This is an optimization exercise on Yosys and OpenROAD, whose aim is small area, not a production implementation. At most, simulation tests tie the RTL to the original design; equivalence was not proved. Function not checked in run 6: the RTL went through the layout flow alone. The flow treats the clock pin as an ideal source, which a real chip does not have. Power and IR drop assume default switching activity.

==> design.v <==
module face_erode #(
   parameter logic [11:0] H_DISP = 12'd480,
   parameter logic [11:0] V_DISP = 12'd272
) (
   input  logic        clk,
   input  logic        rst,
   input  logic        face_hsync,
   input  logic        face_vsync,
   input  logic [7:0]  face_data,
   input  logic        face_de,
   output logic        ero_hsync,
   output logic        ero_vsync,
   output logic [7:0]  ero_data,
   output logic        ero_de
);
   localparam int NW = int'(H_DISP) / 5;    
   logic [7:0]  r_chain [NW-1];    
   logic [7:0]  r_s;               
   logic [2:0]  r_ph;              
   logic [1:0]  r_row;             
   logic [1:0]  r_win;             
   logic        r_e;
   logic        r_hs_d1;
   logic        r_vs_d1;
   logic        r_de_d1;
   logic        r_ero;
   logic        w_b;
   logic [1:0]  w_t;
   logic [1:0]  w_tn;
   logic        w_c;
   logic [7:0]  w_s;
   logic        w_last;
   assign w_b    = |face_data;
   assign w_t    = (r_s >= 8'd162) ? 2'd2 : (r_s >= 8'd81) ? 2'd1 : 2'd0;
   assign w_c    = w_b & w_t[1];
   assign w_tn   = w_b ? (w_t[1] | w_t[0] ? 2'd2 : 2'd1) : 2'd0;
   assign w_s    = 8'(r_s * 3) + 8'(w_t * 13) + 8'(w_tn);
   assign w_last = (r_ph == 3'd4);
   always_ff @(posedge clk) begin
      if (face_de && w_last) begin
         r_chain[0] <= w_s;
         for (int i = 1; i < NW - 1; i++) r_chain[i] <= r_chain[i-1];
      end
   end
   always_ff @(posedge clk) begin
      if (face_de) r_s <= w_last ? r_chain[NW-2] : w_s;
   end
   always_ff @(posedge clk or posedge rst) begin
      if (rst) begin
         r_ph    <= 3'd0;
         r_row   <= 2'd0;
         r_win   <= 2'd0;
         r_e     <= 1'b0;
         r_hs_d1 <= 1'b0;
         r_vs_d1 <= 1'b0;
         r_de_d1 <= 1'b0;
      end else begin
         if (face_de) r_ph <= w_last ? 3'd0 : r_ph + 3'd1;
         if (face_vsync && !r_vs_d1) r_row <= 2'd0;
         else if (r_de_d1 && !face_de && !r_row[1]) r_row <= r_row + 2'd1;
         r_win   <= face_de ? {r_win[0], w_c} : 2'd0;
         r_e     <= face_de & w_c & (&r_win) & r_row[1];
         r_hs_d1 <= face_hsync;
         r_vs_d1 <= face_vsync;
         r_de_d1 <= face_de;
      end
   end
   always_ff @(posedge clk or posedge rst) begin
      if (rst) begin
         ero_hsync <= 1'b0;
         ero_vsync <= 1'b0;
         ero_de    <= 1'b0;
         r_ero     <= 1'b0;
      end else begin
         ero_hsync <= r_hs_d1;
         ero_vsync <= r_vs_d1;
         ero_de    <= r_de_d1;
         r_ero     <= r_e;
      end
   end
   assign ero_data = {8{r_ero}};
endmodule
==> flow/run.sh <==
#!/bin/bash
# Standard layout, with CTS told not to add dummy loads and port buffers of the
# smallest buffer. Each tool's output goes to its own log here and under orfs/logs.
set -euo pipefail
export CTS_ARGS="-sink_clustering_enable -repair_clock_nets -dont_use_dummy_load -sink_clustering_size 22 -sink_clustering_max_diameter 35 -buf_list {sky130_fd_sc_hd__clkbuf_8}"
export BUFFER_PORTS_ARGS="-buffer_cell sky130_fd_sc_hd__buf_1"
bash standard.sh finish > standard_finish.log 2>&1
==> standard.sh <==
#!/bin/bash
# synth_recipe.tcl (not shown) runs the flow's synth.tcl, then flattens the netlist and writes it again
# the make line also repeats each setting of config.mk as NAME=value (left out here)
make -C /OpenROAD-flow-scripts/flow DESIGN_CONFIG=/design/flow/config.mk WORK_HOME=/design/flow/orfs CLKGATE_MAP_FILE= SYNTH_SCRIPT=/design/flow/synth_recipe.tcl "${@:-finish}"
==> config.mk <==
export PLATFORM = sky130hd
export DESIGN_NAME = face_erode
export DESIGN_NICKNAME = face_erode
export VERILOG_FILES = /design/flow/design.v
export SDC_FILE = /design/flow/constraint.sdc
export NUM_CORES = 4
export LEC_CHECK = 0
export ABC_AREA = 1
export CAP_MARGIN = 0
export CORE_MARGIN = 2
export CORE_UTILIZATION = 70
export PLACE_DENSITY = 0.8
export SLEW_MARGIN = 0
==> constraint.sdc <==
create_clock -name core_clock -period 8.0 [get_ports {clk}]
set_input_delay 1.6000 -clock core_clock [delete_from_list [all_inputs] [get_ports {clk}]]
set_output_delay 1.6000 -clock core_clock [all_outputs]
set_load 0.01 [all_outputs]
==> out/qor.txt, run 1 <==
# setup viols final -> 0
CTS resizes -> 0
Crit-path slowest cell -> buf_4
Place WS -> 3.172 ns
Postcts setup bufs -> 0
Synth Cell Area -> 24490 um2
Detail Route Antenna Nets -> 0
Min-delay worst type -> register to register
Reg-to-Reg Start -> r_s[6]$_DFFE_PP_
Hold endpoint -> r_ero$_DFF_PP0_
Clock power share -> 0.224
Worst hold stages -> 0
Fin area -> 26310 um2
CTS Buffer Depth -> 3
Non-filler cells, final -> 1511
Average wire per standard cell -> 20.14 um
Finished Core Util -> 0.7636
Combinational power share -> 0.168
GP Congestion -> 0.8358
Dpl cell area -> 25170 um2
First-pass GRT wire length -> 45720 um
Mapped Avg Cell Area -> 25.70 um2
Worst-Skew Late Latency -> 0.64 ns
Final Hold Viols -> 0
Synth area leader -> edfxtp_1
Area growth from synthesis to layout -> 7.433%
IO Count -> 24
# hold bufs at CTS -> 0
Setup Skew -> 0.07659 ns
Synthesized Nets -> 990
FMAX -> 0.2380 GHz
Placed insts -> 1428
Vias -> 8500
Power, Total -> 9.205 mW
Yosys cell types -> 22
Initial Utilization -> 0.7107
Gate Count Post-Synth -> 953
Hold Path Origin -> r_e$_DFF_PP0_
Die H -> 191.1 um
Pwr dens -> 349.9 nW/um2
Grt total ovfl -> 0
Largest net degree at the start of global routing -> 220
Initial antenna violation count -> 0
Final TNS setup -> 0 ns
Tcrit/Tclk final -> 0.5252
Final Critical Period -> 4.202 ns
Setup ws final -> 3.798 ns
Sequential share of power -> 0.608
Final Max Slew Viols -> 0
Nature of the critical path startpoint -> input port
Reg2reg path depth -> 16
Leak Pwr -> 8.467 nW
Max_cap viols -> 0
Share of layout cells above drive strength 1 -> 0.09754
# DRC -> 0
Worst-path fanout max -> 142
Number of H-tree levels -> 3
Total Wirelength -> 30430 um
Worst path arrival time -> 4.39 ns
Register area share after synthesis -> 0.9570
Slowest stage delay, CP -> 0.63 ns
Slew at the pin with the worst max-slew slack -> 1.154 ns
Die span in x -> 191.1 um
Clock Pin Slew Worst Setup and Hold Paths -> 0.05 ns
Crit path cell chain -> buf_1 > inv_1 > nor2_4 > buf_12 > buf_4
RSZ-0062 raised after global routing -> false
Setup crit end kind -> register
Detailed Route Iter0 Violations -> 803
Antenna diode count -> 0
Pre-Repair DR Iteration Count -> 5
TritonCTS clock tree -> done
Pint -> 6.789 mW
Sw Share -> 0.2625
Reg2reg end -> r_chain[0][7]$_DFFE_PP_
FP Rows -> 68
Final hold slack -> 0.3458 ns
Root Driver -> clkbuf_8
Vias per inst -> 5.625
Core Box Area -> 34460 um2
Area contributors post-synth -> edfxtp_1, dfrtp_1, ha_1, inv_1, nand2_1
P_sw -> 2.416 mW
Fin nets -> 1095
Worst setup path category -> input port to register
Number of global-route vias before repair -> 8396
Flop and latch count out of synthesis -> 783
Max VDD drop -> 0.2800 mV
Top cell type's share of synthesized area -> 0.9417
Reg2reg setup slack -> 4.35 ns
Num Clock Sinks -> 783
Synth Warn # -> 2
HPWL after DPL -> 15130 um
Number of CTS-inserted buffers -> 83
Die ar. -> 36500 um2
Total GRT Usage -> 0.1708
Critical Path RT -> 8.19 ns
# port buffers -> 23
Status -> no timing/DRC/antenna violations
Slew HR -> 0.2308
==> sequential cells by signal, indices dropped and copies added, names as in the netlist <==
register and count:
r_win 2, r_ero 1, ero_vsync 1, r_vs_d1 1, r_row 2, r_e 1
r_s 8, r_chain 760, r_hs_d1 1, r_de_d1 1, r_ph 3, ero_de 1
ero_hsync 1
==> worst max path at each step <==
| stage | from | endpoint |
|---|---|---|
| floorplan | face_de | r_chain[0][0]$_DFFE_PP_ |
| CTS | face_de | r_chain[69][6]$_DFFE_PP_ |
| global route | face_de | r_chain[60][1]$_DFFE_PP_ |
| finish | face_de | r_chain[67][7]$_DFFE_PP_ |
| global placement | face_de | r_chain[75][7]$_DFFE_PP_ |
| detailed placement | face_de | r_chain[69][6]$_DFFE_PP_ |
==> cell usage in the layout (no fill, tap or decap) <==
cell type,count
a21oi_1,9
a21oi_2,1
a21oi_4,1
and2_1,2
buf_1,23
buf_12,3
buf_4,3
clkbuf_8,83
dfrtp_1,15
edfxtp_1,768
fa_1,6
ha_1,18
inv_1,39
inv_2,1
nand2_1,38
nand2_2,7
nand3_1,11
nand3_2,1
nor2_1,9
nor2_2,2
nor2_4,1
nor3_1,1
nor3b_1,3
o21ai_0,4
o22ai_1,1
xor2_1,6
==> final cells by class <==
class	count	area, um2
Tap cell	455	569.3
Sequential cell	783	23440
Inverter	40	150.1
Clock buffer	83	1142
Fill cell	1663	8147
Timing Repair Buffer	29	168.9
Multi-Input combinational cell	121	843.3
==> critical path, delay by kind of cell <==
| kind | cells | cell delay [ns] |
|---|---|---|
| and+or+nand+nor | 1 | 0.59 |
| buffers and inverters | 4 | 2.08 |
==> metal layers <==
metal	routed length, um	share of wire	global-route usage
met4	730	0.024	0.06686
met2	13720	0.45	0.2471
met5	0	0	0
met1	14540	0.48	0.2632
met3	1443	0.047	0.03874
==> cells by family after synthesis <==
group	count (synthesis)	share of synthesized area
AOI/OAI and AO/OA	16	0.003934
xor gates and xnor gates	6	0.002146
adders and majority gates	24	0.01410
buffers and inverters	49	0.008889
DFF	783	0.9570
and+or+nand+nor	75	0.01395
==> power groups by stage <==
stage                     Clock (mW)  Combinational [mW]  Sequential (mW)
after floorplan                    0                1.11             5.81
after global placement             0                1.36             5.65
after detailed placement           0                1.52             5.66
after CTS                       2.14                1.52             5.60
after global routing            2.28                1.71             5.64
final                           2.06                1.55             5.60
==> synthesized netlist by cell type <==
master / count
inv_2: 1
nor2_1: 10
nand2_2: 7
dfrtp_1: 15
o21ai_0: 4
xor2_1: 6
nor3b_1: 3
a21oi_4: 1
and2_1: 2
ha_1: 18
nand2_1: 38
nor2_2: 2
buf_4: 9
edfxtp_1: 768
fa_1: 6
a21oi_1: 9
o22ai_1: 1
nand3_1: 11
a21oi_2: 1
inv_1: 39
nand3_2: 1
nor3_1: 1
==> inputs of run 2 (changes only) <==
==> flow/run.sh (replaced) <==
#!/bin/bash
# Standard layout, with CTS told not to add dummy loads, port buffers of the
# smallest buffer, and leaf clock buffers sized down to a clock-pin slew target
# after CTS (flow/leaf_size.tcl). Each tool's output goes to its own log here
# and under orfs/logs.
set -euo pipefail
export CTS_ARGS="-sink_clustering_enable -repair_clock_nets -dont_use_dummy_load -sink_clustering_size 22 -sink_clustering_max_diameter 35 -buf_list {sky130_fd_sc_hd__clkbuf_8}"
export BUFFER_PORTS_ARGS="-buffer_cell sky130_fd_sc_hd__buf_1"
export POST_CTS_TCL="$PWD/flow/leaf_size.tcl"
export LEAF_SLEW_TARGET_PS=105
bash standard.sh finish > standard_finish.log 2>&1
==> flow/leaf_size.tcl (new file) <==
# POST_CTS hook: give each leaf clock buffer the smallest clkbuf size whose
# flip-flop clock pins all see a slew under the target (placement estimate).
set leaf_sizes {sky130_fd_sc_hd__clkbuf_1 sky130_fd_sc_hd__clkbuf_2 sky130_fd_sc_hd__clkbuf_4 sky130_fd_sc_hd__clkbuf_8 sky130_fd_sc_hd__clkbuf_16}
set target [expr {$::env(LEAF_SLEW_TARGET_PS) * 1e-12}]

proc pin_worst_slew {pin} {
  set w 0
  foreach e {rise fall} {
    foreach a {min max} {
      set s [sta::time_ui_sta [get_property $pin slew_${a}_$e]]
      if {$s > $w} { set w $s }
    }
  }
  return $w
}

proc leaf_sinks {inst} {
  set out [get_pins -of_objects $inst -filter "direction==output"]
  set net [get_nets -of_objects $out]
  set sinks {}
  foreach p [get_pins -of_objects $net -filter "direction==input"] {
    if {[get_property $p is_clock] || [string match */CLK [get_full_name $p]]} { lappend sinks $p }
  }
  return $sinks
}

proc worst_of {pins} {
  set w 0
  foreach p $pins { set s [pin_worst_slew $p]; if {$s > $w} { set w $s } }
  return $w
}

estimate_parasitics -placement
set leaves {}
foreach inst [get_cells *] {
  if {![string match "sky130_fd_sc_hd__clkbuf*" [get_property $inst ref_name]]} continue
  set sinks [leaf_sinks $inst]
  set ff 0
  foreach p $sinks { if {[string match */CLK [get_full_name $p]]} { incr ff } }
  if {$ff > 0} { lappend leaves [list $inst $sinks] }
}
puts "leaf_size: [llength $leaves] leaf clock buffers, target [expr {$target * 1e12}] ps"
for {set pass 0} {$pass < 3} {incr pass} {
  set changed 0
  foreach l $leaves {
    lassign $l inst sinks
    set name [get_full_name $inst]
    set cur [get_property $inst ref_name]
    set pick [lindex $leaf_sizes end]
    foreach m $leaf_sizes {
      replace_cell $name $m
      if {[worst_of $sinks] <= $target} { set pick $m; break }
    }
    replace_cell $name $pick
    if {$pick ne $cur} { incr changed }
  }
  set w 0
  foreach p [all_registers -clock_pins -edge_triggered] { set s [pin_worst_slew $p]; if {$s > $w} { set w $s } }
  puts "leaf_size: pass $pass changed $changed worst clock-pin slew [expr {$w * 1e12}] ps"
  if {$changed == 0} break
}
detailed_placement
estimate_parasitics -placement
set w 0
foreach p [all_registers -clock_pins -edge_triggered] { set s [pin_worst_slew $p]; if {$s > $w} { set w $s } }
puts "leaf_size: after legalisation worst clock-pin slew [expr {$w * 1e12}] ps"
report_worst_slack -min
report_worst_slack -max
==> run 2 against run 1 <==
Effect of this change: flip-flop and latch count unchanged; combinational power about the same; register-to-register slack worse by 0.03 ns; sequential share of layout area up 0.85 points; clock power down 12%; worst hold slack better by 0.0064 ns; die area unchanged; total power down 2.7%; final area down 0.94%; critical path type unchanged; critical endpoint is now r_chain[60][1]$_DFFE_PP_; largest cell class unchanged; largest power group unchanged; highest routed layer unchanged.
==> out/qor.txt, run 2 <==
Pre-Repair DR Iteration Count -> 6 (+1)
Detail Route Antenna Nets -> 0 (unchanged)
Power, Total -> 8.960 mW (-2.7%)
Setup Skew -> 0.05402 ns (-0.02257 ns)
Synth area leader -> edfxtp_1
Number of global-route vias before repair -> 8398 (+0.024%)
Count leader, synth -> edfxtp_1
# DRC -> 0 (unchanged)
Critical Path RT -> 8.18 ns (about the same)
Slew at the pin with the worst max-slew slack -> 1.094 ns (-0.05950 ns)
Die span in x -> 191.1 um (unchanged)
Gate Count Post-Synth -> 953 (unchanged)
Slowest stage delay, CP -> 0.63 ns (about the same)
Register area share after synthesis -> 0.9570 (unchanged)
Top FF cell, synth -> edfxtp_1
Num Clock Sinks -> 783 (unchanged)
Min-delay worst type -> register to register
IO Count -> 24 (unchanged)
Crit-path slowest cell -> buf_4
Largest net degree at the start of global routing -> 220 (unchanged)
Detailed Route Iter0 Violations -> 796 (-0.87%)
Vias -> 8489 (-0.13%)
Hold Path Origin -> r_e$_DFF_PP0_
Largest reg by FF count -> r_chain
Setup crit end kind -> register
Final Critical Period -> 4.182 ns (-0.01971 ns)
Nature of the critical path startpoint -> input port
Status -> no timing/DRC/antenna violations
Worst-Skew Late Latency -> 0.61 ns (-0.03 ns)
Vias per inst -> 5.618 (-0.13%)
Die H -> 191.1 um (unchanged)
Slew HR -> 0.2705 (+0.03967)
GP Congestion -> 0.8358 (unchanged)
Max_cap viols -> 0 (unchanged)
Final Hold Viols -> 0 (unchanged)
FP Rows -> 68 (unchanged)
TritonCTS clock tree -> done
Worst-path fanout max -> 142 (unchanged)
Commonest non-fill, non-tap cell in the layout -> edfxtp_1
# setup viols final -> 0 (unchanged)
Yosys cell types -> 22 (unchanged)
Max reg flops -> 760 (unchanged)
Tcrit/Tclk final -> 0.5227 (-0.002464)
Area contributors post-synth -> edfxtp_1, dfrtp_1, ha_1, inv_1, nand2_1
# port buffers -> 23 (unchanged)
Critical path origin -> face_de
Average wire per standard cell -> 20.10 um (-0.19%)
Antenna diode count -> 0 (unchanged)
Top cell type's share of synthesized area -> 0.9417 (unchanged)
Core Box Area -> 34460 um2 (unchanged)
Async set-reset flop share out of synthesis -> 0.01916 (unchanged)
Synthesized Nets -> 990 (unchanged)
Crit path cell chain -> buf_1 > inv_1 > nor2_4 > buf_12 > buf_4
Grt total ovfl -> 0 (unchanged)
Initial antenna violation count -> 0 (unchanged)
HPWL after DPL -> 15130 um (unchanged)
Synth Warn # -> 2 (unchanged)
FMAX -> 0.2391 GHz (+0.47%)
Post-synth EDFFs -> 768 (unchanged)
Worst setup path category -> input port to register
Final hold slack -> 0.3523 ns (+0.006439 ns)
Final Max Slew Viols -> 0 (unchanged)
Flop and latch count out of synthesis -> 783 (unchanged)
Total GRT Usage -> 0.1706 (-0.0002106)
Area growth from synthesis to layout -> 6.422%
Fin nets -> 1095 (unchanged)
Pwr dens -> 343.8 nW/um2 (-1.7%)
Reg-to-Reg Start -> r_s[6]$_DFFE_PP_
Die ar. -> 36500 um2 (unchanged)
First-pass GRT wire length -> 45680 um (about the same)
Leak Pwr -> 8.367 nW (-1.2%)
FILL cells -> 1722 (+3.5%)
Share of layout cells above drive strength 1 -> 0.09754 (unchanged)
RSZ-0062 raised after global routing -> false
Commonest cells post-synth -> edfxtp_1, inv_1, nand2_1
Total Wirelength -> 30370 um (-0.19%)
Clock Pin Slew Worst Setup and Hold Paths -> 0.08 ns (+0.03 ns)
Initial Utilization -> 0.7107 (unchanged)
Mapped Avg Cell Area -> 25.70 um2 (unchanged)
Worst path arrival time -> 4.36 ns (-0.03 ns)
Most frequent cells in the layout -> edfxtp_1, clkbuf_8, inv_1, nand2_1, clkbuf_4
Synth Cell Area -> 24490 um2 (unchanged)
Max VDD drop -> 0.2772 mV (-1.0%)
Biggest regs -> r_chain (760), r_s (8), r_ph (3)
-- run 2: cells by family (layout without fill, tap and decap cells) --
logic type | after synthesis | in the layout | synth area share
compound gates | 16 | 16 | 0.003934
buf+inv | 49 | 152 | 0.008889
xor+xnor | 6 | 6 | 0.002146
fa+ha+maj | 24 | 24 | 0.01410
simple gates | 75 | 75 | 0.01395
flops | 783 | 783 | 0.9570
-- run 2: through the flow --
stage / cell area, um2 / worst slack (ns) / instances / TNS (ns) / util
after floorplan: 24500 / -5.349 / 953 / -4070.20 / -
after global placement: 25170 / 3.303 / 1428 / 0 / 0.7304
after detailed placement: 25170 / 3.172 / 1428 / 0 / 0.7304
after global routing: 26060 / 3.577 / 1511 / 0 / 0.7564
final: 26060 / 3.818 / 1511 / 0 / 0.7564
-- run 2: area by class of cell --
cell class	count	area [um2]	share of cell area
Tap cell	455	569.3	0.02184
Multi-Input combinational cell	121	843.3	0.03236
Clock buffer	83	894.6	0.03432
Inverter	40	150.1	0.005761
Sequential cell	783	23440	0.8992
Timing Repair Buffer	29	168.9	0.006481
-- run 2: power breakdown --
group,internal (mW),switching [mW],leakage [nW]
combinational,0.468,1.08,0.688
sequential,5.39,0.198,7.18
clock,0.715,1.11,0.497
total,6.58,2.38,8.37
-- run 2: path summary, 6_finish.rpt --
path	endpoint	cells past startpoint	slack [ns]
max	r_chain[60][1]$_DFFE_PP_	5	3.82
min	r_ero$_DFF_PP0_	0	0.35
max reg2reg	r_chain[0][7]$_DFFE_PP_	16	4.32
min reg2reg	r_ero$_DFF_PP0_	0	0.35
max in group asynchronous	r_ph[0]$_DFFE_PP0P_	2	6.59
min in group asynchronous	r_e$_DFF_PP0_	2	1.01
-- run 2: critical path: cells and delay by family --
family / cells / cell delay [ns]
buffers and inverters: 4 / 2.05
AND/OR/NAND/NOR: 1 / 0.59
-- run 2: metal layers --
metal,track usage,wire (um),up-vias,part of all wire
met3,0.03910,1512,60,0.050
li1,-,-,3852,-
met2,0.2468,13670,218,0.45
met5,0,0,-,0
met1,0.2628,14490,4359,0.48
met4,0.06627,702,0,0.023
==> inputs of run 3 (changes only) <==
--- a/design.v
+++ b/design.v
@@ -25,17 +25,23 @@
    logic        r_de_d1;
    logic        r_ero;
    logic        w_b;
-   logic [1:0]  w_t;
+   logic        w_t1;              
+   logic        w_t2;              
+   logic        w_t3;              
+   logic [1:0]  w_k;
    logic [1:0]  w_tn;
    logic        w_c;
    logic [7:0]  w_s;
    logic        w_last;
    assign w_b    = |face_data;
-   assign w_t    = (r_s >= 8'd162) ? 2'd2 : (r_s >= 8'd81) ? 2'd1 : 2'd0;
-   assign w_c    = w_b & w_t[1];
-   assign w_tn   = w_b ? (w_t[1] | w_t[0] ? 2'd2 : 2'd1) : 2'd0;
-   assign w_s    = 8'(r_s * 3) + 8'(w_t * 13) + 8'(w_tn);
-   assign w_last = (r_ph == 3'd4);
+   assign w_t1   = (r_s >= 8'd81);
+   assign w_t2   = (r_s >= 8'd162);
+   assign w_t3   = (r_s >= 8'd243);
+   assign w_k    = w_t3 ? 2'd3 : w_t2 ? 2'd2 : {1'b0, w_t1};
+   assign w_c    = w_b & w_t2;
+   assign w_tn   = w_b ? (w_t1 ? 2'd2 : 2'd1) : 2'd0;
+   assign w_s    = 8'(r_s * 3) + 8'(w_k * 13) + 8'(w_tn);
+   assign w_last = r_ph[2];
    always_ff @(posedge clk) begin
       if (face_de && w_last) begin
          r_chain[0] <= w_s;
--- a/flow/run.sh
+++ b/flow/run.sh
@@ -7,5 +7,5 @@
 export CTS_ARGS="-sink_clustering_enable -repair_clock_nets -dont_use_dummy_load -sink_clustering_size 22 -sink_clustering_max_diameter 35 -buf_list {sky130_fd_sc_hd__clkbuf_8}"
 export BUFFER_PORTS_ARGS="-buffer_cell sky130_fd_sc_hd__buf_1"
 export POST_CTS_TCL="$PWD/flow/leaf_size.tcl"
-export LEAF_SLEW_TARGET_PS=105
+export LEAF_SLEW_TARGET_PS=116
 bash standard.sh finish > standard_finish.log 2>&1
--- a/config.mk
+++ b/config.mk
@@ -5,7 +5,6 @@
 export SDC_FILE = /design/flow/constraint.sdc
 export NUM_CORES = 4
 export LEC_CHECK = 0
-export ABC_AREA = 1
 export CAP_MARGIN = 0
 export CORE_MARGIN = 2
 export CORE_UTILIZATION = 70
==> run 3 against run 2 <==
Effect of this change: via count grew 0.14%; global-route usage grew 0.72 points; final area shrank 0.42%; maximum frequency shrank 4.1%; critical path depth grew 9; clock skew grew 0.018 ns; count of clock-buffer cells in the layout grew 1; worst hold slack lost 0.021 ns; sequential share of layout area grew 0.38 points; first-iteration DRC count shrank 4.1%; critical path type is now register to register; largest power group unchanged.
==> out/qor.txt, run 3 <==
Status -> no timing/DRC/antenna violations
Largest reg by FF count -> r_chain
# port buffers -> 23 (unchanged)
FILL cells -> 1710 (-0.70%)
Commonest non-fill, non-tap cell in the layout -> edfxtp_1
Die span in x -> 191.0 um (about the same)
Register area -> 23440 um2 (unchanged)
Average wire per standard cell -> 21.30 um (+6.0%)
Async set-reset flop share out of synthesis -> 0.01916 (unchanged)
Place WS -> 3.175 ns (+0.002220 ns)
Gate Count Post-Synth -> 921 (-3.4%)
Min-delay worst type -> register to register
GRT met2 Usage -> 0.2503 (+0.003484)
CP Buf/Inv Count -> 1 (-3)
Commonest cells post-synth -> edfxtp_1, ha_1, inv_1
Synth Warn # -> 2 (unchanged)
Slew at the pin with the worst max-slew slack -> 1.004 ns (-0.09060 ns)
Die ar. -> 36460 um2 (about the same)
Yosys cell types -> 43 (+95%)
Synth Cell Area -> 24470 um2 (about the same)
Critical Path RT -> 8.36 ns (+0.18 ns)
Clock Pin Slew Worst Setup and Hold Paths -> 0.11 ns (+0.03 ns)
Dpl cell area -> 25160 um2 (about the same)
Final Hold Viols -> 0 (unchanged)
Final TNS setup -> 0 ns (unchanged)
FP Rows -> 68 (unchanged)
Initial Utilization -> 0.7101 (about the same)
Initial antenna violation count -> 1 (+1)
Final Critical Period -> 4.362 ns (+0.1802 ns)
Worst setup path category -> register to register
Grt total ovfl -> 0 (unchanged)
FMAX -> 0.2293 GHz (-4.1%)
Count leader, synth -> edfxtp_1
Placed insts -> 1395 (-2.3%)
Vias -> 8501 (+0.14%)
Max VDD drop -> 0.2976 mV (+7.4%)
Total GRT Usage -> 0.1777 (+0.007151)
Final hold slack -> 0.3317 ns (-0.02058 ns)
Non-filler cells, final -> 1479 (-2.1%)
Max_cap viols -> 0 (unchanged)
# DRC -> 0 (unchanged)
Top FF cell, synth -> edfxtp_1
RSZ-0062 raised after global routing -> false
First-pass GRT wire length -> 47060 um (+3.0%)
Fin nets -> 1062 (-3.0%)
Most used routing layer -> met1
Final Max Slew Viols -> 0 (unchanged)
Setup Skew -> 0.07238 ns (+0.01837 ns)
Setup ws final -> 3.638 ns (-0.1802 ns)
Finished Core Util -> 0.7532 (-0.003196)
Synth area leader -> edfxtp_1
# setup viols final -> 0 (unchanged)
Mapped Avg Cell Area -> 26.57 um2 (+3.4%)
Slowest stage delay, CP -> 0.55 ns (-0.08 ns)
Num Clock Sinks -> 783 (unchanged)
Antenna diode count -> 0 (unchanged)
HPWL after DPL -> 16100 um (+6.4%)
Nature of the critical path startpoint -> register
Worst-Skew Late Latency -> 0.61 ns (about the same)
Core Box Area -> 34460 um2 (unchanged)
TritonCTS clock tree -> done
Detailed Route Iter0 Violations -> 763 (-4.1%)
Vias per inst -> 5.748 (+2.3%)
Crit path cell chain -> or4_1 > a31oi_1 > inv_1 > nor2_1 > nor2_1 > ha_1 > or2_2 > fa_1 > ha_1 > a21oi_1 > o21bai_1 > a221oi_1 > and3_1 > o31ai_1
Register area share after synthesis -> 0.9579 (about the same)
Flop and latch count out of synthesis -> 783 (unchanged)
Share of layout cells above drive strength 1 -> 0.09863 (+0.001095)
Max reg flops -> 760 (unchanged)
Met1 Track Usage GR -> 0.2841 (+0.02129)
Synthesized Nets -> 957 (-3.3%)
Worst-path fanout max -> 5 (-96%)
IO Count -> 24 (unchanged)
Crit path max-delay family -> simple AND/OR/NAND/NOR gates
Area of the multi-input gates -> 905.9 um2 (+7.4%)
Detail Route Antenna Nets -> 0 (unchanged)
Worst path arrival time -> 4.72 ns (+0.36 ns)
Top cell type's share of synthesized area -> 0.9426 (about the same)
Slew HR -> 0.3309 (+0.06040)
Largest net degree at the start of global routing -> 193 (-12%)
Leak Pwr -> 8.172 nW (-2.3%)
Power, Total -> 8.837 mW (-1.4%)
Total Wirelength -> 31500 um (+3.7%)
Area contributors post-synth -> edfxtp_1, dfrtp_1, ha_1, fa_1, inv_1
Number of global-route vias before repair -> 8224 (-2.1%)
Tcrit/Tclk final -> 0.5453 (+0.02252)
GP Congestion -> 0.7576 (-9.4%)
Crit-path slowest cell -> or4_1
Fin area -> 25950 um2 (-0.42%)
Biggest regs -> r_chain (760), r_s (8), r_ph (3)
Post-synth EDFFs -> 768 (unchanged)
Area growth from synthesis to layout -> 6.075%
Setup crit end kind -> register
Most frequent cells in the layout -> edfxtp_1, clkbuf_4, clkbuf_8, buf_1
Global Route met3 Usage -> 0.04369 (+0.004590)
Pwr dens -> 340.5 nW/um2 (-0.96%)
Pre-Repair DR Iteration Count -> 5 (-1)
Die H -> 191.0 um (about the same)
[run 3: changes by cell type after synthesis, moves of 3 or more]
cell     change
xnor2_1      +5
nand2_1     -27
inv_1       -22
nor2_1       +3
nor4_2       +3
xor2_1       -5
nand3_1      -6
nor2b_1      +3
nand2_2      -6
[run 3: cell type report]
cell class | count | share of cell area
tap | 455 | 0.02194
clock buffer | 84 | 0.03066
inverter | 17 | 0.002459
timing repair buffer | 29 | 0.006990
multi-input combinational | 111 | 0.03490
sequential | 783 | 0.9031
[run 3: worst paths after layout]
kind,startpoint,end,slack (ns),depth (start not counted)
min,r_hs_d1$_DFF_PP0_,ero_hsync$_DFF_PP0_,0.33,0
max,r_s[1]$_DFFE_PP_,r_s[7]$_DFFE_PP_,3.64,14
max in group asynchronous,rst,r_hs_d1$_DFF_PP0_,6.60,2
min in group asynchronous,rst,ero_vsync$_DFF_PP0_,1.00,2
min reg2reg,r_hs_d1$_DFF_PP0_,ero_hsync$_DFF_PP0_,0.33,0
max reg2reg,r_s[1]$_DFFE_PP_,r_s[7]$_DFFE_PP_,3.64,14
[run 3: report_power, final]
| part | switching [mW] | total, mW | internal (mW) |
|---|---|---|---|
| sequential | 0.187 | 5.40 | 5.21 |
| combinational | 1.09 | 1.71 | 0.623 |
| clock | 1.10 | 1.73 | 0.628 |
| total | 2.37 | 8.84 | 6.46 |
[run 3: cells by family after synthesis]
kind of cell / after synthesis / synth area share
adders and majority gates: 23 / 0.01360
xor gates and xnor gates: 6 / 0.002148
and+or+nand+nor: 52 / 0.01156
DFF: 783 / 0.9579
muxes: 3 / 0.001534
AOI/OAI and AO/OA: 27 / 0.007875
buffers and inverters: 27 / 0.005370
[run 3: per-layer routing]
metal	wire, um	share of wire
met5	10	0.00032
met4	641	0.020
met3	1712	0.054
met2	14160	0.45
met1	14970	0.48
==> inputs of run 4 (changes only) <==
--- a/config.mk
+++ b/config.mk
@@ -5,6 +5,7 @@
 export SDC_FILE = /design/flow/constraint.sdc
 export NUM_CORES = 4
 export LEC_CHECK = 0
+export ABC_AREA = 1
 export CAP_MARGIN = 0
 export CORE_MARGIN = 2
 export CORE_UTILIZATION = 70
==> run 4 against run 3 <==
Effect of this change: largest cell class unchanged; still clean; maximum frequency up 12%; via count down 1.8%; clock skew down 0.0047 ns; worst hold slack better by 0.043 ns; total power down 0.84%; combinational power down 2%; wire length down 5.6%.
==> out/qor.txt, run 4 <==
Largest reg by FF count -> r_chain
Nature of the critical path startpoint -> register
Area growth from synthesis to layout -> 6.072% (about the same)
# setup viols final -> 0 (unchanged)
Share of layout cells above drive strength 1 -> 0.09779 (-0.0008380)
Vias -> 8344 (-1.8%)
Final Critical Period -> 3.887 ns (-0.4753 ns)
Total GRT Usage -> 0.1678 (-0.009914)
Die H -> 190.8 um (about the same)
Mapped Avg Cell Area -> 25.97 um2 (-2.2%)
Biggest regs -> r_chain (760), r_s (8), r_ph (3)
Largest net degree at the start of global routing -> 209 (+8.3%)
Count leader, synth -> edfxtp_1
M1 WL -> 14390 um (-3.9%)
Max_cap viols -> 0 (unchanged)
Most frequent cells in the layout -> edfxtp_1, clkbuf_4, nand2_1, clkbuf_8, inv_1
Max reg flops -> 760 (unchanged)
Worst path most repeated cell -> a21oi_1
Top cell type's share of synthesized area -> 0.9437 (+0.001158)
Gate Count Post-Synth -> 941 (+2.2%)
Critical Path RT -> 8.36 ns (about the same)
Post-synth EDFFs -> 768 (unchanged)
Initial Utilization -> 0.7092 (-0.0008715)
Reg2reg setup slack -> 4.11 ns (+0.48 ns)
Top FF cell, synth -> edfxtp_1
Detail Route Antenna Nets -> 0 (unchanged)
GP Congestion -> 0.8035 (+6.1%)
HPWL after DPL -> 14720 um (-8.5%)
Min-delay worst type -> register to register
Pre-Repair DR Iteration Count -> 5 (unchanged)
Grt total ovfl -> 0 (unchanged)
Reg2reg end -> r_chain[0][7]$_DFFE_PP_
Final hold slack -> 0.3752 ns (+0.04347 ns)
FMAX -> 0.2573 GHz (+12%)
Final Max Slew Viols -> 0 (unchanged)
Hold Path Origin -> r_hs_d1$_DFF_PP0_
# port buffers -> 23 (unchanged)
Tcrit/Tclk final -> 0.4858 (-0.05942)
Worst-Skew Late Latency -> 0.63 ns (+0.02 ns)
First-pass GRT wire length -> 44710 um (-5.0%)
Pwr dens -> 338.1 nW/um2 (-0.71%)
Vias per inst -> 5.570 (-3.1%)
Final Hold Viols -> 0 (unchanged)
FILL cells -> 1742 (+1.9%)
Setup Skew -> 0.06773 ns (-0.004656 ns)
Area contributors post-synth -> edfxtp_1, dfrtp_1, ha_1, nand2_1, fa_1
FP Rows -> 68 (unchanged)
TritonCTS clock tree -> done
Core Box Area -> 34460 um2 (unchanged)
Worst path arrival time -> 4.25 ns (-0.47 ns)
Yosys cell types -> 26 (-40%)
Slew HR -> 0.2709 (-0.05997)
Commonest non-fill, non-tap cell in the layout -> edfxtp_1
Setup crit end kind -> register
Leak Pwr -> 7.185 nW (-12%)
Clock Pin Slew Worst Setup and Hold Paths -> 0.10 ns (about the same)
Worst-path fanout max -> 4 (-1)
Commonest cells post-synth -> edfxtp_1, nand2_1, inv_1
Reg2reg path depth -> 14 (unchanged)
# DRC -> 0 (unchanged)
Num Clock Sinks -> 783 (unchanged)
Highest routed layer -> met4
Die ar. -> 36420 um2 (-0.12%)
Antenna diode count -> 0 (unchanged)
Synth area leader -> edfxtp_1
Crit-path slowest cell -> edfxtp_1
Power, Total -> 8.763 mW (-0.84%)
Final TNS setup -> 0 ns (unchanged)
Status -> no timing/DRC/antenna violations
IO Count -> 24 (unchanged)
Synth Warn # -> 2 (unchanged)
Met3 Wirelength -> 1321 um (-23%)
Async set-reset flop share out of synthesis -> 0.01916 (unchanged)
Worst setup path category -> register to register
Synthesized Nets -> 977 (+2.1%)
Initial antenna violation count -> 0 (-1)
Critical path origin -> r_s[6]$_DFFE_PP_
Critical Path End -> r_chain[0][7]$_DFFE_PP_
Crit path cell chain -> ha_1 > a21oi_1 > nand2_2 > a21oi_2 > a21oi_1 > ha_1 > or2_2 > fa_1 > ha_1 > a21oi_1 > o21ai_0 > a21oi_1 > nand3_1 > and2_1
Max VDD drop -> 0.2825 mV (-5.1%)
Met2 wire len -> 13340 um (-5.8%)
Number of global-route vias before repair -> 8015 (-2.5%)
Flop and latch count out of synthesis -> 783 (unchanged)
Average wire per standard cell -> 19.84 um (-6.8%)
Reg-to-Reg Start -> r_s[6]$_DFFE_PP_
Detailed Route Iter0 Violations -> 824 (+8.0%)
Register area share after synthesis -> 0.9591 (+0.001177)
Slew at the pin with the worst max-slew slack -> 1.094 ns (+0.08995 ns)
Die span in x -> 190.8 um (about the same)
Slowest stage delay, CP -> 0.46 ns (-0.09 ns)
Total Wirelength -> 29720 um (-5.6%)
Fin nets -> 1081 (+1.8%)
RSZ-0062 raised after global routing -> false
Synth Cell Area -> 24440 um2 (-0.12%)
[run 4: how the worst min path moves through the flow]
stage	to	slack, ns	depth (start not counted)
6_report	ero_hsync$_DFF_PP0_	0.38	0
5_1_grt	r_chain[50][2]$_DFFE_PP_	0.39	0
3_5_place_dp	ero_hsync$_DFF_PP0_	0.37	0
3_3_place_gp	ero_hsync$_DFF_PP0_	0.33	0
2_1_floorplan	ero_hsync$_DFF_PP0_	0.33	0
[run 4: kinds of logic (layout without fill, tap and decap cells)]
logic type,after synthesis,in the layout,synth area share
simple gates,75,75,0.01352
flops,783,783,0.9591
xor+xnor,7,7,0.002816
buf+inv,35,137,0.006605
fa+ha+maj,23,23,0.01362
compound gates,18,18,0.004352
[run 4: per-layer routing]
| metal | track usage | vias up |
|---|---|---|
| li1 | - | 3829 |
| met1 | 0.2658 | 4293 |
| met2 | 0.2345 | 169 |
| met3 | 0.04288 | 53 |
| met4 | 0.05963 | 0 |
| met5 | 0 | - |
[run 4: area by class of cell]
| class | count | area [um2] | share of cell area |
|---|---|---|---|
| clock buffers | 81 | 782.0 | 0.03017 |
| well taps | 455 | 569.3 | 0.02196 |
| repair buffers | 30 | 176.4 | 0.006806 |
| flip-flops and latches | 783 | 23440 | 0.9042 |
| multi-input cells | 123 | 854.6 | 0.03297 |
| inverters | 26 | 101.3 | 0.003910 |
[run 4: where the power goes]
part	leakage, nW	total (mW)	internal, mW	switching [mW]
logic	0.633	1.67	0.525	1.15
registers	6.10	5.38	5.22	0.160
clock network	0.449	1.71	0.620	1.09
total	7.19	8.76	6.37	2.39
[run 4: worst max-delay path: cells and delay by family, from the launching register on]
family / cells / cell delay, ns
compound gates: 6 / 1.21
fa+ha+maj: 4 / 1.26
flops: 1 / 0.46
simple gates: 4 / 0.73
[run 4: metrics by stage]
stage               setup WS [ns]  utilization  instances  cell area (um2)
floorplan                  -5.502            -        941            24460
global placement            4.014       0.7296       1417            25140
detailed placement          3.820       0.7296       1417            25140
global route                3.842       0.7523       1498            25920
finish                      4.113       0.7523       1498            25920
==> inputs of run 5 (changes only) <==
==> flow/run.sh (replaced) <==
#!/bin/bash
# Standard layout, with CTS told not to add dummy loads, port buffers of the
# smallest buffer, and leaf clock buffers sized down to a clock-pin slew target
# after CTS (flow/leaf_size.tcl). Each tool's output goes to its own log here
# and under orfs/logs.
set -euo pipefail
export CTS_ARGS="-sink_clustering_enable -repair_clock_nets -dont_use_dummy_load -sink_clustering_size 30 -sink_clustering_max_diameter 45 -buf_list {sky130_fd_sc_hd__clkbuf_16}"
export BUFFER_PORTS_ARGS="-buffer_cell sky130_fd_sc_hd__buf_1"
export POST_CTS_TCL="$PWD/flow/leaf_size.tcl"
export LEAF_SLEW_TARGET_PS=116
bash standard.sh finish > standard_finish.log 2>&1
==> run 5 against run 4 <==
Effect of this change: clock power up 6%; flip-flop and latch count unchanged; largest cell class unchanged; synthesized cell count unchanged; still clean.
==> out/qor.txt, run 5 <==
Placed insts -> 1417 (unchanged)
Die span in x -> 190.8 um (unchanged)
Place WS -> 3.820 ns (unchanged)
Power, Total -> 9.065 mW (+3.4%)
Max reg flops -> 760 (unchanged)
Max_cap viols -> 0 (unchanged)
P_sw -> 2.591 mW (+8.3%)
Register area share after synthesis -> 0.9591 (unchanged)
Max VDD drop -> 0.3159 mV (+12%)
FMAX -> 0.2364 GHz (-8.1%)
Synth Cell Area -> 24440 um2 (unchanged)
FP Rows -> 68 (unchanged)
Initial antenna violation count -> 0 (unchanged)
Post-synth EDFFs -> 768 (unchanged)
Final Critical Period -> 4.231 ns (+0.3441 ns)
Vias -> 8406 (+0.74%)
Commonest non-fill, non-tap cell in the layout -> edfxtp_1
Worst-path fanout max -> 4 (unchanged)
Commonest cells post-synth -> edfxtp_1, nand2_1, inv_1
Synth Warn # -> 2 (unchanged)
Min-delay worst type -> register to register
Final Hold Viols -> 0 (unchanged)
Die ar. -> 36420 um2 (unchanged)
Fin nets -> 1050 (-2.9%)
Clock power share -> 0.201 (+0.006)
Pwr dens -> 349.1 nW/um2 (+3.3%)
# setup viols final -> 0 (unchanged)
Antenna diode count -> 0 (unchanged)
Area contributors post-synth -> edfxtp_1, dfrtp_1, ha_1, nand2_1, fa_1
Mux cell area share after synthesis -> 0 (unchanged)
Async set-reset flop share out of synthesis -> 0.01916 (unchanged)
Slew HR -> 0.2864 (+0.01552)
# DRC -> 0 (unchanged)
Tcrit/Tclk final -> 0.5289 (+0.04301)
Largest net degree at the start of global routing -> 209 (unchanged)
Worst setup path category -> register to register
Number of global-route vias before repair -> 8153 (+1.7%)
Worst-Skew Late Latency -> 0.56 ns (-0.07 ns)
RSZ-0062 raised after global routing -> false
Top FF cell, synth -> edfxtp_1
Nature of the critical path startpoint -> register
Total Wirelength -> 32900 um (+11%)
Yosys cell types -> 26 (unchanged)
Status -> no timing/DRC/antenna violations
Num Clock Sinks -> 783 (unchanged)
IO Count -> 24 (unchanged)
Setup Skew -> 0.04413 ns (-0.02360 ns)
Sw Share -> 0.2859 (+0.01283)
Share of layout cells above drive strength 1 -> 0.07016 (-0.02764)
Combinational power share -> 0.204 (+0.013)
Mapped Avg Cell Area -> 25.97 um2 (unchanged)
Final TNS setup -> 0 ns (unchanged)
Flop and latch count out of synthesis -> 783 (unchanged)
Non-filler cells, final -> 1467 (-2.1%)
TritonCTS clock tree -> done
Grt total ovfl -> 0 (unchanged)
Core Box Area -> 34460 um2 (unchanged)
Post-Synth Simple-Gate Area -> 0.01352 (unchanged)
Setup ws final -> 3.769 ns (-0.3441 ns)
Gate Count Post-Synth -> 941 (unchanged)
Leak Pwr -> 7.159 nW (-0.36%)
HPWL after DPL -> 14720 um (unchanged)
Reg2reg setup slack -> 3.77 ns (-0.34 ns)
Clock Pin Slew Worst Setup and Hold Paths -> 0.10 ns (about the same)
Largest reg by FF count -> r_chain
Initial Utilization -> 0.7092 (unchanged)
Worst path arrival time -> 4.55 ns (+0.30 ns)
Finished Core Util -> 0.7535 (+0.001271)
Setup crit end kind -> register
Synthesized Nets -> 977 (unchanged)
Detailed Route Iter0 Violations -> 923 (+12%)
Area growth from synthesis to layout -> 6.252%
# port buffers -> 23 (unchanged)
Synth Area in Compound Gates -> 0.004352 (unchanged)
Critical Path RT -> 8.31 ns (-0.05 ns)
Average wire per standard cell -> 22.42 um (+13%)
Final Max Slew Viols -> 0 (unchanged)
Sequential share of power -> 0.595 (-0.019)
Vias per inst -> 5.730 (+2.9%)
Pre-Repair DR Iteration Count -> 5 (unchanged)
FILL cells -> 1729 (-0.75%)
GP Congestion -> 0.8035 (unchanged)
Most frequent cells in the layout -> edfxtp_1, nand2_1, clkbuf_8, inv_1, buf_1
Detail Route Antenna Nets -> 0 (unchanged)
Adder-cell share of the synthesized area -> 0.01362 (unchanged)
Slew at the pin with the worst max-slew slack -> 1.070 ns (-0.02329 ns)
Synth area leader -> edfxtp_1
Pint -> 6.474 mW (+1.6%)
Largest family of logic cells by synthesized area -> adder cells
Top cell type's share of synthesized area -> 0.9437 (unchanged)
First-pass GRT wire length -> 48210 um (+7.8%)
Biggest regs -> r_chain (760), r_s (8), r_ph (3)
Count leader, synth -> edfxtp_1
Die H -> 190.8 um (unchanged)
Xor and xnor fraction of the mapped netlist area -> 0.002816 (unchanged)
Total GRT Usage -> 0.1827 (+0.01488)
[run 5: final timing paths]
kind,startpoint,end,cells after the start
min in group asynchronous,rst,r_ph[0]$_DFFE_PP0P_,2
min reg2reg,r_hs_d1$_DFF_PP0_,ero_hsync$_DFF_PP0_,0
max reg2reg,r_s[6]$_DFFE_PP_,r_chain[0][7]$_DFFE_PP_,14
min,r_hs_d1$_DFF_PP0_,ero_hsync$_DFF_PP0_,0
max,r_s[6]$_DFFE_PP_,r_chain[0][7]$_DFFE_PP_,14
max in group asynchronous,rst,ero_hsync$_DFF_PP0_,2
[run 5: logic make-up (layout without fill, tap and decap cells)]
| family | after synthesis | in the layout |
|---|---|---|
| AND/OR/NAND/NOR | 75 | 75 |
| adder cells (fa/ha/maj) | 23 | 23 |
| AO/OA/AOI/OAI | 18 | 18 |
| flip-flops | 783 | 783 |
| XOR/XNOR | 7 | 7 |
| buffers and inverters | 35 | 106 |
[run 5: power groups by stage]
stage               logic, mW  clock network [mW]  registers [mW]
floorplan                1.23                   0            5.75
global placement         1.52                   0            5.45
detailed placement       1.64                   0            5.46
global route             2.00                2.00            5.43
finish                   1.85                1.82            5.39
[run 5: metal layers]
layer	part of all wire	GRT usage	up-vias
met5	0	0	-
met4	0.023	0.05605	0
met3	0.044	0.02834	65
met2	0.48	0.2839	218
met1	0.45	0.2785	4371
li1	-	-	3752
[run 5: per-stage QoR]
step                cell area, um2  hold slack (ns)
detailed placement           25140           0.3689
global placement             25140           0.3334
global route                 25960           0.3793
floorplan                    24460           0.3312
finish                       25960           0.3713
[run 5: worst max-delay path, cell delays in order (launching register included)]
cell and delay (ns):
edfxtp_1 0.46, ha_1 0.24, a21oi_1 0.24, nand2_2 0.14, a21oi_2 0.29, a21oi_1 0.11, ha_1 0.21, or2_2 0.31
fa_1 0.49, ha_1 0.41, a21oi_1 0.35, o21ai_0 0.18, a21oi_1 0.21, nand3_1 0.14, and2_1 0.20
[run 5: final cells by class]
cell class | count | area (um2) | share of cell area
inverters | 26 | 101.3 | 0.003903
multi-input cells | 123 | 854.6 | 0.03291
flip-flops and latches | 783 | 23440 | 0.9027
clock buffers | 50 | 825.8 | 0.03180
well taps | 455 | 569.3 | 0.02193
repair buffers | 30 | 176.4 | 0.006795
==> inputs of run 6 (changes only) <==
--- a/design.v
+++ b/design.v
@@ -18,8 +18,7 @@
    logic [7:0]  r_s;               
    logic [2:0]  r_ph;              
    logic [1:0]  r_row;             
-   logic [1:0]  r_win;             
-   logic        r_e;
+   logic [1:0]  r_run;             
    logic        r_hs_d1;
    logic        r_vs_d1;
    logic        r_de_d1;
@@ -55,8 +54,7 @@
       if (rst) begin
          r_ph    <= 3'd0;
          r_row   <= 2'd0;
-         r_win   <= 2'd0;
-         r_e     <= 1'b0;
+         r_run   <= 2'd0;
          r_hs_d1 <= 1'b0;
          r_vs_d1 <= 1'b0;
          r_de_d1 <= 1'b0;
@@ -64,8 +62,8 @@
          if (face_de) r_ph <= w_last ? 3'd0 : r_ph + 3'd1;
          if (face_vsync && !r_vs_d1) r_row <= 2'd0;
          else if (r_de_d1 && !face_de && !r_row[1]) r_row <= r_row + 2'd1;
-         r_win   <= face_de ? {r_win[0], w_c} : 2'd0;
-         r_e     <= face_de & w_c & (&r_win) & r_row[1];
+         if (face_de && w_c) r_run <= r_run + {1'b0, ~&r_run};
+         else r_run <= 2'd0;
          r_hs_d1 <= face_hsync;
          r_vs_d1 <= face_vsync;
          r_de_d1 <= face_de;
@@ -81,7 +79,7 @@
          ero_hsync <= r_hs_d1;
          ero_vsync <= r_vs_d1;
          ero_de    <= r_de_d1;
-         r_ero     <= r_e;
+         r_ero     <= (&r_run) & r_row[1];
       end
    end
    assign ero_data = {8{r_ero}};
==> flow/run.sh (replaced) <==
#!/bin/bash
# Standard layout, with CTS told not to add dummy loads, port buffers of the
# smallest buffer, and leaf clock buffers sized down to a clock-pin slew target
# after CTS (flow/leaf_size.tcl). Each tool's output goes to its own log here
# and under orfs/logs.
set -euo pipefail
export CTS_ARGS="-sink_clustering_enable -repair_clock_nets -dont_use_dummy_load -sink_clustering_size 22 -sink_clustering_max_diameter 35 -buf_list {sky130_fd_sc_hd__clkbuf_8}"
export BUFFER_PORTS_ARGS="-buffer_cell sky130_fd_sc_hd__buf_1"
export POST_CTS_TCL="$PWD/flow/leaf_size.tcl"
export LEAF_SLEW_TARGET_PS=116
bash standard.sh finish > standard_finish.log 2>&1
==> run 6 against run 5 <==
Effect of this change: area after synthesis is 0.19% higher; synthesized cell count is 1.4% higher; count of clock-buffer cells in the layout is 38 higher; final area hardly changed; largest cell class unchanged; total power is 3.3% lower; non-clock buffer count is 2 lower; global-route usage is 1.3 points lower; largest power group unchanged; clock skew is 0.033 ns higher; combinational power is 9% lower; worst setup slack better by 0.27 ns; sequential power hardly changed; maximum frequency is 6.9% higher.
==> out/qor.txt, run 6 <==
Status -> no timing/DRC/antenna violations
Max_cap viols -> 0 (unchanged)
Count leader, synth -> edfxtp_1
Final Critical Period -> 3.957 ns (-0.2736 ns)
Non-filler cells, final -> 1515 (+3.3%)
# setup viols final -> 0 (unchanged)
Biggest regs -> r_chain (760), r_s (8), r_ph (3)
Top FF cell, synth -> edfxtp_1
Initial Utilization -> 0.7106 (+0.001380)
Reg2reg path depth -> 17 (+3)
Setup Skew -> 0.07715 ns (+0.03302 ns)
Worst setup path category -> register to register
Hold Path Origin -> r_hs_d1$_DFF_PP0_
Antenna diode count -> 0 (unchanged)
Top cell type's share of synthesized area -> 0.9419 (-0.001833)
Detail Route Antenna Nets -> 0 (unchanged)
Detailed Route Iter0 Violations -> 849 (-8.0%)
Worst hold stages -> 0 (unchanged)
Met1 Track Usage GR -> 0.2698 (-0.008707)
Final Hold Viols -> 0 (unchanged)
Clock Pin Slew Worst Setup and Hold Paths -> 0.09 ns (about the same)
Power, Total -> 8.768 mW (-3.3%)
Average wire per standard cell -> 19.70 um (-12%)
Synth Cell Area -> 24480 um2 (+0.19%)
Grt total ovfl -> 0 (unchanged)
Die ar. -> 36490 um2 (+0.19%)
Yosys cell types -> 29 (+12%)
Finished Core Util -> 0.7535 (about the same)
FP Rows -> 68 (unchanged)
Worst-path fanout max -> 5 (+1)
Pwr dens -> 337.7 nW/um2 (-3.3%)
Register area share after synthesis -> 0.9562 (-0.002884)
Crit path cell chain -> ha_1 > a21oi_1 > nand2_2 > a21oi_1 > inv_1 > ha_1 > inv_1 > fa_1 > inv_1 > ha_1 > a21oi_1 > nor2_1 > a211oi_2 > nand2_4 > nand2_2 > nand3_1 > and2_1
# DRC -> 0 (unchanged)
Global Route met3 Usage -> 0.04626 (+0.01792)
GP Congestion -> 0.7841 (-2.4%)
IO Count -> 24 (unchanged)
Slew at the pin with the worst max-slew slack -> 1.152 ns (+0.08163 ns)
Fin area -> 25960 um2 (about the same)
Vias per inst -> 5.541 (-3.3%)
Share of layout cells above drive strength 1 -> 0.1066 (+0.03645)
Max VDD drop -> 0.2913 mV (-7.8%)
Largest reg by FF count -> r_chain
Hold endpoint -> ero_hsync$_DFF_PP0_
Reg-to-Reg Start -> r_s[6]$_DFFE_PP_
Fin nets -> 1098 (+4.6%)
Area growth from synthesis to layout -> 6.040%
Reg2reg setup slack -> 4.04 ns (+0.27 ns)
Placed insts -> 1427 (+0.71%)
Total Wirelength -> 29850 um (-9.3%)
Number of global-route vias before repair -> 8078 (-0.92%)
Worst path arrival time -> 4.34 ns (-0.21 ns)
Worst-Skew Late Latency -> 0.64 ns (+0.08 ns)
Setup crit end kind -> register
Die H -> 191.0 um (about the same)
Pre-Repair DR Iteration Count -> 5 (unchanged)
Post-synth EDFFs -> 768 (unchanged)
Vias -> 8394 (-0.14%)
Total GRT Usage -> 0.1694 (-0.01330)
GRT met2 Usage -> 0.2309 (-0.05295)
Tcrit/Tclk final -> 0.4947 (-0.03420)
Mapped Avg Cell Area -> 25.67 um2 (-1.2%)
Max reg flops -> 760 (unchanged)
Flop and latch count out of synthesis -> 782 (-0.13%)
Synth Warn # -> 2 (unchanged)
Critical Path RT -> 8.39 ns (+0.08 ns)
Most used routing layer -> met1
Min-delay worst type -> register to register
Most frequent cells in the layout -> edfxtp_1, clkbuf_4, inv_1, nand2_1, clkbuf_8
Largest net degree at the start of global routing -> 238 (+14%)
Reg2reg end -> r_chain[0][7]$_DFFE_PP_
Commonest cells post-synth -> edfxtp_1, inv_1, nand2_1
Crit-path slowest cell -> fa_1
Synthesized Nets -> 990 (+1.3%)
Async set-reset flop share out of synthesis -> 0.01790 (-0.001254)
Final hold slack -> 0.3608 ns (-0.01045 ns)
TritonCTS clock tree -> done
FMAX -> 0.2527 GHz (+6.9%)
Slew HR -> 0.2320 (-0.05442)
Dpl cell area -> 25170 um2 (+0.11%)
Synth area leader -> edfxtp_1
Num Clock Sinks -> 782 (-0.13%)
Leak Pwr -> 7.213 nW (+0.75%)
First-pass GRT wire length -> 44820 um (-7.0%)
Core Box Area -> 34460 um2 (unchanged)
Area contributors post-synth -> edfxtp_1, dfrtp_1, ha_1, inv_1, nand2_1
RSZ-0062 raised after global routing -> false
# port buffers -> 23 (unchanged)
Die span in x -> 191.0 um (about the same)
Commonest non-fill, non-tap cell in the layout -> edfxtp_1
Gate Count Post-Synth -> 954 (+1.4%)
Slowest stage delay, CP -> 0.50 ns (about the same)
Final Max Slew Viols -> 0 (unchanged)
Nature of the critical path startpoint -> register
HPWL after DPL -> 14830 um (+0.74%)
Initial antenna violation count -> 1 (+1)
## run 6: worst max path at each step
stage,depth (start not counted),slack (ns),start,end
final,17,4.04,r_s[6]$_DFFE_PP_,r_chain[0][7]$_DFFE_PP_
after global routing,18,3.82,r_s[6]$_DFFE_PP_,r_s[7]$_DFFE_PP_
after detailed placement,4,3.51,face_de,r_chain[58][3]$_DFFE_PP_
after global placement,4,3.64,face_de,r_chain[47][3]$_DFFE_PP_
after floorplan,2,-5.50,face_de,r_chain[0][0]$_DFFE_PP_
## run 6: final cells by class
type                            count  area, um2
Tap cell                          455      569.3
Clock buffer                       88      797.0
Sequential cell                   782      23410
Timing Repair Buffer               28      161.4
Inverter                           39      150.1
Fill cell                        1735       8494
Multi-Input combinational cell    123      873.3
## run 6: per-stage QoR
stage          setup slack, ns  setup TNS [ns]
6_report                 4.043               0
2_1_floorplan           -5.501        -4185.28
5_1_grt                  3.817               0
3_3_place_gp             3.641               0
3_5_place_dp             3.512               0
## run 6: power breakdown
part | leakage (nW) | internal [mW] | switching (mW) | total (mW)
registers | 6.07 | 5.21 | 0.145 | 5.36
logic | 0.675 | 0.538 | 1.15 | 1.69
clock network | 0.469 | 0.626 | 1.10 | 1.72
## run 6: layer usage
metal,wire [um],vias to the layer above
li1,-,3878
met1,14400,4257
met2,13300,189
met3,1414,68
met4,728,2
met5,11,-
## run 6: worst max-delay path: cells and delay by family, from the launching register on
family	cells	cell delay, ns
AO/OA/AOI/OAI	4	1.01
adder cells (fa/ha/maj)	4	1.40
buffers and inverters	3	0.21
flip-flops	1	0.45
AND/OR/NAND/NOR	6	0.65
## run 6: kinds of logic (layout without fill, tap and decap cells)
kind of cell / Yosys count / count (layout) / share of synthesized area
flops: 782 / 782 / 0.9562
compound gates: 19 / 19 / 0.004292
buf+inv: 49 / 155 / 0.008789
simple gates: 75 / 75 / 0.01467
fa+ha+maj: 23 / 23 / 0.01359
xor+xnor: 6 / 6 / 0.002453
==> inputs of run 7 (changes only) <==
--- a/design.v
+++ b/design.v
@@ -18,7 +18,8 @@
    logic [7:0]  r_s;               
    logic [2:0]  r_ph;              
    logic [1:0]  r_row;             
-   logic [1:0]  r_run;             
+   logic [1:0]  r_win;             
+   logic        r_e;
    logic        r_hs_d1;
    logic        r_vs_d1;
    logic        r_de_d1;
@@ -54,7 +55,8 @@
       if (rst) begin
          r_ph    <= 3'd0;
          r_row   <= 2'd0;
-         r_run   <= 2'd0;
+         r_win   <= 2'd0;
+         r_e     <= 1'b0;
          r_hs_d1 <= 1'b0;
          r_vs_d1 <= 1'b0;
          r_de_d1 <= 1'b0;
@@ -62,8 +64,8 @@
          if (face_de) r_ph <= w_last ? 3'd0 : r_ph + 3'd1;
          if (face_vsync && !r_vs_d1) r_row <= 2'd0;
          else if (r_de_d1 && !face_de && !r_row[1]) r_row <= r_row + 2'd1;
-         if (face_de && w_c) r_run <= r_run + {1'b0, ~&r_run};
-         else r_run <= 2'd0;
+         r_win   <= face_de ? {r_win[0], w_c} : 2'd0;
+         r_e     <= face_de & w_c & (&r_win) & r_row[1];
          r_hs_d1 <= face_hsync;
          r_vs_d1 <= face_vsync;
          r_de_d1 <= face_de;
@@ -79,7 +81,7 @@
          ero_hsync <= r_hs_d1;
          ero_vsync <= r_vs_d1;
          ero_de    <= r_de_d1;
-         r_ero     <= (&r_run) & r_row[1];
+         r_ero     <= r_e;
       end
    end
    assign ero_data = {8{r_ero}};
--- a/flow/run.sh
+++ b/flow/run.sh
@@ -8,4 +8,5 @@
 export BUFFER_PORTS_ARGS="-buffer_cell sky130_fd_sc_hd__buf_1"
 export POST_CTS_TCL="$PWD/flow/leaf_size.tcl"
 export LEAF_SLEW_TARGET_PS=116
+export RECOVER_POWER=1
 bash standard.sh finish > standard_finish.log 2>&1
--- a/flow/leaf_size.tcl
+++ b/flow/leaf_size.tcl
@@ -59,6 +59,32 @@
   puts "leaf_size: pass $pass changed $changed worst clock-pin slew [expr {$w * 1e12}] ps"
   if {$changed == 0} break
 }
+# Then the clock buffers above the leaves, smallest first, as long as no
+# clock pin goes over the target.
+proc worst_clk_pin {} {
+  set w 0
+  foreach p [all_registers -clock_pins -edge_triggered] { set s [pin_worst_slew $p]; if {$s > $w} { set w $s } }
+  return $w
+}
+set leaf_names {}
+foreach l $leaves { lappend leaf_names [get_full_name [lindex $l 0]] }
+foreach inst [get_cells *] {
+  set name [get_full_name $inst]
+  if {![string match "sky130_fd_sc_hd__clkbuf*" [get_property $inst ref_name]]} continue
+  if {[lsearch -exact $leaf_names $name] >= 0} continue
+  set cur [get_property $inst ref_name]
+  set pick $cur
+  foreach m $leaf_sizes {
+    if {$m eq $cur} break
+    replace_cell $name $m
+    if {[worst_clk_pin] <= $target && [sta::max_slew_violation_count] == 0} { set pick $m; break }
+  }
+  replace_cell $name $pick
+  puts "leaf_size: tree buffer $name $cur -> $pick"
+}
+if {$::env(RECOVER_POWER)} {
+  repair_timing -recover_power 100
+}
 detailed_placement
 estimate_parasitics -placement
 set w 0
==> run 7 against run 6 <==
Effect of this change: the flow now stops in clock tree synthesis; synthesized cell count shrank 1.4%; area after synthesis shrank 0.19%.
==> out/qor.txt, run 7 <==
Count leader, synth -> edfxtp_1
Status -> did not finish
Commonest cells post-synth -> edfxtp_1, nand2_1, inv_1
IO Count -> 24 (unchanged)
Async set-reset flop share out of synthesis -> 0.01916 (+0.001254)
FP Rows -> 68 (unchanged)
# port buffers -> 23 (unchanged)
Top FF cell, synth -> edfxtp_1
Post-synth EDFFs -> 768 (unchanged)
Last stage -> clock tree synthesis
Synth area leader -> edfxtp_1
Mapped Avg Cell Area -> 25.97 um2 (+1.2%)
Gate Count Post-Synth -> 941 (-1.4%)
Synthesized Nets -> 977 (-1.3%)
HPWL after DPL -> 14720 um (-0.73%)
Synth Warn # -> 2 (unchanged)
Top cell type's share of synthesized area -> 0.9437 (+0.001833)
Placed insts -> 1417 (-0.70%)
Num Clock Sinks -> 783 (+0.13%)
Area contributors post-synth -> edfxtp_1, dfrtp_1, ha_1, nand2_1, fa_1
GP Congestion -> 0.8035 (+2.5%)
Register area share after synthesis -> 0.9591 (+0.002884)
Die span in x -> 190.8 um (about the same)
Synth Cell Area -> 24440 um2 (-0.19%)
Run Error -> [ERROR EST-0104] inconsistent parasitics state
Yosys cell types -> 26 (-10%)
Initial Utilization -> 0.7092 (-0.001380)
Die H -> 190.8 um (about the same)
Flop and latch count out of synthesis -> 783 (+0.13%)
-- run 7: worst max-delay path by stage --
stage / cells past startpoint / slack [ns] / from / to
floorplan: 2 / -5.50 / face_de / r_chain[0][0]$_DFFE_PP_
global placement: 17 / 4.01 / face_data[3] / r_s[6]$_DFFE_PP_
detailed placement: 17 / 3.82 / face_data[7] / r_s[6]$_DFFE_PP_
-- run 7: through the flow --
step            TNS, ns  worst slack (ns)  cell area (um2)
2_1_floorplan  -4185.63            -5.502            24460
3_3_place_gp          0             4.014            25140
3_5_place_dp          0             3.820            25140
-- run 7: power groups by stage --
stage          combinational (mW)  sequential, mW  clock [mW]
3_5_place_dp                 1.64            5.46           0
3_3_place_gp                 1.52            5.45           0
2_1_floorplan                1.23            5.75           0
-- run 7: kinds of logic after synthesis --
kind of cell | count (synthesis) | synth area share
buf+inv | 35 | 0.006605
simple gates | 75 | 0.01352
compound gates | 18 | 0.004352
fa+ha+maj | 23 | 0.01362
flops | 783 | 0.9591
xor+xnor | 7 | 0.002816

## separate check: timing with driven ports
In the flow no input, the clock included, has a driving cell. The finished layouts below were timed again as built, in two steps. Step 1, drivers: a clkbuf_16 drives clk and a buf_2 each remaining input, both assumed. Step 2 also shifts input and output timing later by t, the mid clock arrival at the registers, as if the neighbouring blocks saw the same clock. Slacks: no drivers / after step 1 / after step 2; pairs: no drivers / after step 1.
run | t, ns | setup slack, ns | worst hold slack (ns) | worst register clock-pin slew, ns | pins driven straight from the clock port
run 1 | 0.640 | 3.798 / 3.817 / 3.177 | 0.346 / 0.346 / 0.346 | 0.10 / 0.10 | 1
run 2 | 0.626 | 3.818 / 3.837 / 3.211 | 0.352 / 0.352 / 0.352 | 0.10 / 0.10 | 1
run 3 | 0.637 | 3.638 / 3.638 / 3.164 | 0.332 / 0.332 / 0.332 | 0.11 / 0.11 | 1
run 4 | 0.641 | 4.113 / 4.113 / 3.785 | 0.375 / 0.375 / 0.375 | 0.11 / 0.11 | 1
run 5 | 0.589 | 3.769 / 3.769 / 3.646 | 0.371 / 0.371 / 0.371 | 0.12 / 0.12 | 1
run 6 | 0.650 | 4.043 / 4.043 / 3.518 | 0.361 / 0.361 / 0.361 | 0.11 / 0.11 | 1
After both steps every run listed still meets setup and hold. For run 1, which loses most, drivers alone change the setup slack by +0.019 ns; drivers and shift together by -0.621 ns.
